Context: an optimization exercise on an open-source flow, tuned for small area, a short achievable clock period and few clock cycles per item. The choices shown serve that exercise and are no tape-out recipe. Where RTL was checked, it was by simulation tests only, not by an equivalence proof against the original.

==> tundra: inputs <==
==> flow/design.v (excerpt) <==
module core_load_balance_decider #(
  parameter int NUM_CORES      = NUM_CORES_DEF,
  parameter int THREAD_ID_BITS = THREAD_ID_BITS_DEF
) (
  input  logic                  clk,
  input  logic                  rst_n,
  input  logic                  in_push,
  output logic                  in_full,
  input  logic [KIND_W-1:0]     in_kind,
  input  logic [CORE_W-1:0]     in_core_index,
  input  logic [COUNT_W-1:0]    in_idle_count,
  input  logic [TID_W-1:0]      in_thread_id,
  input  logic [COUNT_W-1:0]    in_run_count,
  input  logic                  in_excluded,
  output logic                  out_empty,
  input  logic                  out_pop,
  output logic                  out_report_kind,
  output logic                  out_balance_needed,
  output logic [CORE_W-1:0]     out_busy_core,
  output logic [CORE_W-1:0]     out_idle_core,
  output logic                  out_migrate,
  ...
export LEC_CHECK = 0
export CAP_MARGIN = 20
export CORE_MARGIN = 2
export CORE_UTILIZATION = 40
export SETUP_SLACK_MARGIN = 2.5
export SLEW_MARGIN = 20
create_clock -name core_clock -period 6.0 [get_ports {clk}]
run.sh (not shown) runs the stock make flow with config.mk's settings and CLKGATE_MAP_FILE= SYNTH_SCRIPT=/design/flow/synth_recipe.tcl, a recipe that flattens the netlist after the stock synthesis.
==> cedar: changes against tundra <==
--- a/flow/design.v
+++ b/flow/design.v
@@ -149,13 +149,12 @@
   logic [PCT_W-1:0]   u_r [NC];       
   logic               win_r;          
   logic [CORE_W-1:0]  bsel_r;
   logic [CORE_W-1:0]  isel_r;
   logic               need_r;
   logic               evp_r;          
-  logic               flt_r;          
   logic               endp_r;         
   logic               evrp_r;         
   logic               ov_r;           
   logic [RES_W-1:0]   od_r;
   logic               s_v [2];
   logic [CORE_W-1:0]  s_c [2];
@@ -231,13 +230,13 @@
   end
   assign p1_big = p1_brw ? p1_ne1 : p1_ne0;
   always_ff @(posedge clk) begin
     m_e <= p1_e;
     m_c <= p1_c;
     m_g <= p1_big || (p1_d >= cfg_iv_r);
-    m_n <= 39'(p1_d) * 39'd100;
+    m_n <= {1'b0, p1_d, 6'd0} + {2'b0, p1_d, 5'd0} + {5'b0, p1_d, 2'd0};
   end
   logic [39:0] t6;
   logic        q6;
   assign t6 = {1'b0, m_n} - {2'b0, cfg_iv_r, 6'd0};
   assign q6 = !t6[39];
   logic          st_v [2:7];
@@ -310,12 +309,13 @@
     w_u <= st_g[8] ? PCT_FULL : st_q[8];
   end
   logic f_smp, f_ev;
   assign f_smp = w_v && !w_e && cfg_iv_r != '0;
   assign f_ev  = w_v && w_e;
   logic [NC-1:0] lt_r [NC];
+  logic [NC-1:0] ufull_r, uzero_r;    
   logic [NC-1:0] w_lt, w_gt;         
   always_comb begin
     for (int j = 0; j < NC; j++) begin
       w_lt[j] = w_u < u_r[j];
       w_gt[j] = u_r[j] < w_u;
     end
@@ -323,38 +323,46 @@
   always_ff @(posedge clk) begin
     if (!rst_n) begin
       for (int i = 0; i < NC; i++) begin
         u_r[i]  <= PCT_FULL;
         lt_r[i] <= '0;
       end
+      ufull_r <= '1;
+      uzero_r <= '0;
     end else if (f_smp) begin
       u_r[w_c] <= w_u;
+      ufull_r[w_c] <= w_u == PCT_FULL;
+      uzero_r[w_c] <= w_u == 7'd0;
       for (int i = 0; i < NC; i++) begin
         for (int j = 0; j < NC; j++) begin
           if (i != j && w_c == 3'(i)) begin
             lt_r[i][j] <= w_lt[j];
           end else if (i != j && w_c == 3'(j)) begin
             lt_r[i][j] <= w_gt[i];
           end
         end
       end
     end
   end
-  logic [3:0]     n_act;
   logic [NC-1:0]  act;
   logic [NC-1:0]  wb, wi;            
   logic [PCT_W-1:0] ub, ui;          
-  logic [PCT_W:0] thr_b, thr_i;
   logic           b_ok, i_ok, need;
   logic [2:0]     bsel, isel;
-  assign n_act = (cfg_act_r > 4'd8) ? 4'd8 : cfg_act_r;
-  assign thr_b = {1'b0, PCT_FULL} - {1'b0, cfg_hi_r};    
-  assign thr_i = {1'b0, PCT_FULL} - {1'b0, cfg_lo_r};    
+  logic [NC-1:0]  act_r;
+  logic [PCT_W:0] thr_b_r, thr_i_r;
+  always_ff @(posedge clk) begin
+    for (int i = 0; i < NC; i++) begin
+      act_r[i] <= 4'(i) < cfg_act_r;
+    end
+    thr_b_r <= {1'b0, PCT_FULL} - {1'b0, cfg_hi_r};    
+    thr_i_r <= {1'b0, PCT_FULL} - {1'b0, cfg_lo_r};    
+  end
+  assign act = act_r;
   always_comb begin
     for (int i = 0; i < NC; i++) begin
-      act[i] = 4'(i) < n_act;
       wb[i]  = act[i];
       wi[i]  = act[i];
       for (int j = 0; j < NC; j++) begin
         if (j < i) begin
           wb[i] = wb[i] && lt_r[i][j];
           wi[i] = wi[i] && lt_r[j][i];
@@ -370,24 +378,24 @@
     i_ok = 1'b0;
     bsel = '0;
     isel = '0;
     ub   = '0;
     ui   = '0;
     for (int i = 0; i < NC; i++) begin
-      b_ok = b_ok || (act[i] && u_r[i] != PCT_FULL);
-      i_ok = i_ok || (act[i] && u_r[i] != 7'd0);
+      b_ok = b_ok || (act[i] && !ufull_r[i]);
+      i_ok = i_ok || (act[i] && !uzero_r[i]);
       bsel = bsel | ({3{wb[i]}} & 3'(i));
       isel = isel | ({3{wi[i]}} & 3'(i));
       ub   = ub | ({PCT_W{wb[i]}} & u_r[i]);
       ui   = ui | ({PCT_W{wi[i]}} & u_r[i]);
     end
     if (!b_ok) bsel = '0;
     if (!i_ok) isel = '0;
     need = b_ok && i_ok && (bsel != isel) &&
-           !thr_b[PCT_W] && ({1'b0, ub} <= thr_b) &&
-           (thr_i[PCT_W] || ({1'b0, ui} >= thr_i));
+           !thr_b_r[PCT_W] && ({1'b0, ub} <= thr_b_r) &&
+           (thr_i_r[PCT_W] || ({1'b0, ui} >= thr_i_r));
   end
   logic out_can, push_ev, push_evr, end_ex, push_end;
   assign out_can  = !ov_r || out_pop;
   assign push_ev  = f_ev && out_can;
   assign push_evr = evrp_r && out_can;
   assign end_ex   = endp_r && !evp_r && !evrp_r && out_can;
@@ -402,13 +410,13 @@
     if (is_ev) begin
       evp_d = 1'b1;
     end
     if (f_ev) begin
       win_d = need;
     end
-    if (flt_r) begin
+    if (f_ev) begin
       evp_d = 1'b0;
     end
     if (f_ev && !out_can) begin
       evrp_d = 1'b1;
     end
     if (push_evr) begin
@@ -429,18 +437,16 @@
     end
   end
   always_ff @(posedge clk) begin
     if (!rst_n) begin
       win_r  <= 1'b0;
       evp_r  <= 1'b0;
-      flt_r  <= 1'b0;
       endp_r <= 1'b0;
       evrp_r <= 1'b0;
       ov_r   <= 1'b0;
     end else begin
-      flt_r  <= f_ev;
       evp_r  <= evp_d;
       endp_r <= endp_d;
       evrp_r <= evrp_d;
       win_r  <= win_d;
       ov_r   <= ov_d;
     end
@@ -464,22 +470,22 @@
   logic fill [2];
   assign upd[0]  = is_off && m0 && (ir_x > s_r[0]);
   assign upd[1]  = is_off && m1 && (ir_x > s_r[1]);
   assign fill[0] = is_off && !m0 && !m1 && !s_v[0];
   assign fill[1] = is_off && !m0 && !m1 && s_v[0] && !s_v[1];
   logic              s_v_d [2];
+  logic              s_v_nf [2];      
   logic [CORE_W-1:0] s_c_d [2];
   always_comb begin
     for (int j = 0; j < 2; j++) begin
-      s_c_d[j] = fill[j] ? ir_c : s_c[j];
-      if (end_ex || is_ev) begin
-        s_v_d[j] = 1'b0;
-      end else if (flt_r) begin
-        s_v_d[j] = (s_v[j] || fill[j]) && win_r && s_c_d[j] == bsel_r;
+      s_c_d[j]  = fill[j] ? ir_c : s_c[j];
+      s_v_nf[j] = !(end_ex || is_ev) && (s_v[j] || fill[j]);
+      if (f_ev) begin
+        s_v_d[j] = s_v_nf[j] && need && s_c_d[j] == bsel;
       end else begin
-        s_v_d[j] = s_v[j] || fill[j];
+        s_v_d[j] = s_v_nf[j];
       end
     end
   end
   always_ff @(posedge clk) begin
     if (!rst_n) begin
       s_v[0] <= 1'b0;
@@ -505,14 +511,14 @@
   assign nx_off = full_r ? ir_off : (in_kind == KIND_OFFER && !in_excluded && in_run_count != '0);
   assign nx_c   = full_r ? ir_c   : in_core_index;
   always_ff @(posedge clk) begin
     if (!rst_n) begin
       full_r <= 1'b0;
     end else begin
-      full_r <= nx_v && ((nx_ev && (evp_d || endp_d || evrp_d)) ||
-                         (nx_off && evp_d && s_v_d[0] && s_v_d[1] &&
+      full_r <= nx_v && ((nx_ev && (evp_d || evrp_d || (endp_d && ov_d))) ||
+                         (nx_off && evp_d && s_v_nf[0] && s_v_nf[1] &&
                           s_c_d[0] != nx_c && s_c_d[1] != nx_c));
     end
   end
   assign out_empty = !ov_r;
   assign {out_report_kind, out_balance_needed, out_busy_core, out_idle_core,
           out_migrate, out_chosen_thread} = od_r;
Settings changed: ABC_AREA from default to 1, CORE_UTILIZATION 40 to 50, CTS_CLUSTER_DIAMETER from default to 100, CTS_CLUSTER_SIZE from default to 30, PLACE_DENSITY from default to 0.65, SETUP_SLACK_MARGIN 2.5 to 2.7.
==> flow_metrics.env <==
export IMPL_regArea_um2=35080
export IMPL_num_tap_cells=1890
export IMPL_layout_drive_gt1_share_pct=7.833
export IMPL_clock_skew_ns=0.05701
export IMPL_yosysWarnings=23
export IMPL_ir_drop_uv=280.7
export IMPL_status="finished clean"
export IMPL_diodes=0
the above is filed under cedar

==> flow_metrics.env <==
export IMPL_worstPathMaxFanout=8
export IMPL_layout_drive_gt1_share_pct=16.35
export IMPL_num_tap_cells=2204
export IMPL_status="finished clean"
export IMPL_drc=0
export IMPL_ir_drop_uv=357.9
export IMPL_routed_wl_met3_um=11950
export IMPL_regArea_um2=34380
export IMPL_diodes=5
export IMPL_yosysWarnings=22
the above is filed under tundra

Testbench counts of cedar, summed over its fixed seeds: cycles 4,640, items 4,345.
For tundra, only the layout was checked, not whether the RTL still works.

==> re-timing with driven ports <==
The flow's constraints put no driver on any port. The routed layouts listed below were extracted and timed again, unchanged, in two steps.
Step 1: set_driving_cell puts a clkbuf_16 on clk and a buf_2 on each other input, an assumption about the parent block.
Step 2 moves the port delays by t, midway between the first and last clock arrival at a register: inputs arrive t later, outputs are due t later. That takes back most of the time a late clock gives input paths.
Slacks: no drivers / after step 1 / after step 2; pairs: no drivers / after step 1.
| run | shift t [ns] | setup slack, ns | pins driven straight from the clock port |
|---|---|---|---|
| tundra | 0.848 | 2.244 / 2.244 / 1.802 | 1 |
| cedar | 0.789 | 2.742 / 2.742 / 2.220 | 1 |
After both steps setup and hold are still met in every run listed. The setup slack of cedar, which loses most, moves by 0.000 ns with the drivers and by -0.522 ns with both steps.
